Context: an optimization exercise on an open-source flow, tuned for small area and a short achievable clock period. The choices shown serve that exercise and are no tape-out recipe. RTL that was checked went through simulation tests only; none was proved equivalent to the original.

==> inputs of v6 <==
Design varcic_mc, start of the top module:
module varcic_mc #(
  parameter int STAGES    = 5,
  parameter int IN_WIDTH  = 18,
  parameter int OUT_WIDTH = 18,
  parameter int ACC_WIDTH = 48,
  parameter int CHANNELS  = 2
) (
  input  logic                          clock,
  input  logic                          reset,
  input  logic [5:0]                    decimation,
  input  logic [5:0]                    out_shift,
  input  logic                          in_strobe,
  input  logic [CHANNELS*IN_WIDTH-1:0]  in_data,
  output logic                          out_strobe,
  output logic [CHANNELS*OUT_WIDTH-1:0] out_data,
  output logic                          overflow
);
==> module varcic_same, before the edit <==
module varcic_same (
  input  logic [30:0] cs,
  input  logic [30:0] mask,
  output logic        same
);
  assign same = (&(cs | ~mask)) | (&(~cs | ~mask));
endmodule
==> module varcic_out, before the edit <==
module varcic_out (
  input  logic [47:0] c,
  input  logic [30:0] cs,
  input  logic [3:0]  oh_lo,
  input  logic [7:0]  oh_hi,
  input  logic [30:0] mask,
  input  logic        load,
  input  logic        clear,
  input  logic [17:0] q,
  output logic [17:0] d,
  output logic        hit
);
  logic [45:0] m;
  logic [17:0] r, dn, ds;
  logic        same_lo, same_hi;
  varcic_same u_same_lo (.cs(cs), .mask(mask), .same(same_lo));
  varcic_same u_same_hi (.cs(cs), .mask(mask), .same(same_hi));
  always_comb begin
    for (int p = 0; p < 46; p++) begin
      m[p] = 1'b0;
      for (int u = 0; u < 4; u++) begin
        if (p + u < 48) m[p] = m[p] | (c[p+u] & oh_lo[u]);
      end
    end
    for (int i = 0; i < 18; i++) begin
      r[i] = 1'b0;
      for (int w = 0; w < 8; w++) begin
        if (i + 4 * w < 46) r[i] = r[i] | (m[i+4*w] & oh_hi[w]);
      end
    end
    hit  = ~same_hi;
    for (int i = 0; i < 18; i++) begin
      dn[i] = ~clear & (load ? r[i] : q[i]);
      ds[i] = ~clear & (load ? ((i == 17) ? cs[30] : ~cs[30]) : q[i]);
    end
    d[8:0]  = same_lo ? dn[8:0] : ds[8:0];
    d[17:9] = same_hi ? dn[17:9] : ds[17:9];
  end
endmodule
export LEC_CHECK = 0
export CAP_MARGIN = 20
export CORE_MARGIN = 2
export CORE_UTILIZATION = 55
export CTS_BUF_LIST = sky130_fd_sc_hd__clkbuf_16
export CTS_CLUSTER_DIAMETER = 90
export CTS_CLUSTER_SIZE = 27
export SLEW_MARGIN = 20
export SYNTH_HIERARCHICAL = 1
export SYNTH_MINIMUM_KEEP_SIZE = 0
create_clock -name core_clock -period 16.0 [get_ports {clock}]
standard.sh (not shown) runs the stock make flow with config.mk's settings and CLKGATE_MAP_FILE= SYNTH_SCRIPT=/design/flow/synth_recipe.tcl, a recipe that flattens the netlist after the stock synthesis.
==> flow/flow/run.sh <==
#!/bin/bash
set -euo pipefail
export SETUP_SLACK_MARGIN=11.45
export BUFFER_PORTS_ARGS="-buffer_cell sky130_fd_sc_hd__buf_4"
bash standard.sh > standard_flow.log 2>&1
==> v22: changes against v6 <==
--- a/flow/design.v
+++ b/flow/design.v
@@ -69,13 +69,6 @@
     k[29] = (|hi[7:4]) | (hi[3] & (lo[6] | lo[7]));
   end
 endmodule
-module varcic_same (
-  input  logic [30:0] cs,
-  input  logic [30:0] mask,
-  output logic        same
-);
-  assign same = (&(cs | ~mask)) | (&(~cs | ~mask));
-endmodule
 module varcic_out (
   input  logic [47:0] c,
   input  logic [30:0] cs,
@@ -90,9 +83,7 @@
 );
   logic [45:0] m;
   logic [17:0] r, dn, ds;
-  logic        same_lo, same_hi;
-  varcic_same u_same_lo (.cs(cs), .mask(mask), .same(same_lo));
-  varcic_same u_same_hi (.cs(cs), .mask(mask), .same(same_hi));
+  logic        same;
   always_comb begin
     for (int p = 0; p < 46; p++) begin
       m[p] = 1'b0;
@@ -106,13 +97,13 @@
         if (i + 4 * w < 46) r[i] = r[i] | (m[i+4*w] & oh_hi[w]);
       end
     end
-    hit  = ~same_hi;
+    same = (&(cs | ~mask)) | (&(~cs | ~mask));
+    hit  = ~same;
     for (int i = 0; i < 18; i++) begin
       dn[i] = ~clear & (load ? r[i] : q[i]);
       ds[i] = ~clear & (load ? ((i == 17) ? cs[30] : ~cs[30]) : q[i]);
     end
-    d[8:0]  = same_lo ? dn[8:0] : ds[8:0];
-    d[17:9] = same_hi ? dn[17:9] : ds[17:9];
+    d = same ? dn : ds;
   end
 endmodule
 module varcic_mc #(
- CORE_UTILIZATION: 55 -> 50
==> summary of the runs <==
v22 produced a clean layout. v6 went through all stages and came out clean. Sequential cell count is the same in v22 and v6. Of v22 and v6, v6 has the higher routed wire length (gap about 0.8%, measured against v6).
No functional check of the RTL was part of v6.


==> inputs of build 73 <==
RTL: one of the versions met above, not the one the previous note started from.
Settings: LEC_CHECK=0, CAP_MARGIN=20, CORE_MARGIN=2, CORE_UTILIZATION=55, CTS_BUF_LIST=sky130_fd_sc_hd__clkbuf_16, CTS_CLUSTER_DIAMETER=90, CTS_CLUSTER_SIZE=27, SLEW_MARGIN=20, SYNTH_HIERARCHICAL=1, SYNTH_MINIMUM_KEEP_SIZE=0; clock period 16.0 ns.
==> flow/flow/run.sh <==
#!/bin/bash
set -euo pipefail
export SETUP_SLACK_MARGIN=11.6
export BUFFER_PORTS_ARGS="-buffer_cell sky130_fd_sc_hd__buf_4"
bash standard.sh > standard_flow.log 2>&1
==> inputs of build 8, as changes to build 73 <==
==> flow/flow/run.sh (replaced) <==
#!/bin/bash
set -euo pipefail
export SETUP_SLACK_MARGIN=11.3
export BUFFER_PORTS_ARGS="-buffer_cell sky130_fd_sc_hd__buf_4"
bash standard.sh > standard_flow.log 2>&1
==> inputs of build 43, as changes to build 73 <==
==> flow/flow/run.sh (replaced) <==
#!/bin/bash
set -euo pipefail
export SETUP_SLACK_MARGIN=11.45
export BUFFER_PORTS_ARGS="-buffer_cell sky130_fd_sc_hd__buf_4"
bash standard.sh > standard_flow.log 2>&1
==> results.cfg <==
[cts]
cts.repair.resized = 743
clkTransAtPathRegs_ps = 100
cts_buffers = 71

[critical_path]
rr_worst_depth = 17
path_cells = fa_2, fa_2, ha_4, a21oi_4, o21ai_4, a21oi_2, o21ai_2, a21oi_2, o21ai_2, xor2_2, buf_4, a221oi_1, nand4_1, o22a_4, nor3b_4, buf_12, a221o_1

[grt]
grt_pass1_wl_um = 330900

[final_layout]
multi_input_cells = 4153
diodes = 1

[sta]
skew_ps = 57.58
tightest_slew_ps = 1137
fin_hold_ws_ps = 429.6
fin_ws_ps = 11230

[hold_path]
min_from = ch0_2[47]

[status]
status = complete, no violations
-- figures above: build 43

==> results.cfg <==
[status]
status = complete, no violations

[sta]
tightest_slew_ps = 1285
fin_hold_ws_ps = 427.1
fin_ws_ps = 11190

[final_layout]
diodes = 0
multi_input_cells = 4153

[cts]
cts_buffers = 74
cts.repair.resized = 863

[critical_path]
path_cells = fa_1, fa_1, ha_4, nand2_4, nor2_4, buf_4, nand2_4, o21ai_4, a21oi_4, xnor2_4, nor2b_1, a2111oi_2, nand4_1, o22a_4, nor3b_4, buf_6, a221o_1
-- figures above: build 73

==> results.cfg <==
[status]
status = complete, no violations

[grt]
grt_pass1_wl_um = 328200

[sta]
skew_ps = 49.75
fin_hold_ws_ps = 427.8

[cts]
cts.repair.resized = 665

[final_layout]
diodes = 2
multi_input_cells = 4152

[critical_path]
path_cells = fa_1, fa_1, ha_4, a21oi_4, o21ai_2, a21oi_2, o21ai_2, a21oi_2, o21ai_2, xor2_2, buf_4, buf_4, a22o_1, a221oi_1, nand4_1, o22a_4, nor3b_4, buf_12, a221o_1

[hold_path]
min_from = ch1_2[47]
-- figures above: build 8

## re-timing with driven ports
The flow's constraints put no driver on any port. The routed layouts listed below were extracted and timed again, unchanged, in two steps.
Step 1 sets driving cells, clkbuf_16 on the clock port and buf_2 on the other inputs (assumed; they add their load-dependent delay and slew).
Step 2 times the ports against the registers' clock, not the clock port: input delays grow and output delays shrink by t, the midpoint of the rising clock arrivals with the driver on.
Slacks: no drivers / after step 1 / after step 2; pairs: no drivers / after step 1.
| run | shift t [ns] | slack for setup (ns) | worst setup path after step 2 | pins driven straight from the clock port |
|---|---|---|---|---|
| v6 | 0.789 | 11.141 / 11.141 / 10.496 | input to register | 1 |
| v22 | 0.792 | 11.218 / 11.218 / 10.498 | input to register | 1 |
| build 73 | 0.814 | 11.190 / 11.190 / 10.556 | input to register | 1 |
| build 8 | 0.797 | 11.156 / 11.156 / 10.553 | input to register | 1 |
| build 43 | 0.783 | 11.228 / 11.228 / 10.632 | input to register | 1 |
After both steps every run listed still meets setup and hold. The setup slack of v22, which loses most, moves by 0.000 ns with the drivers and by -0.720 ns with both steps.
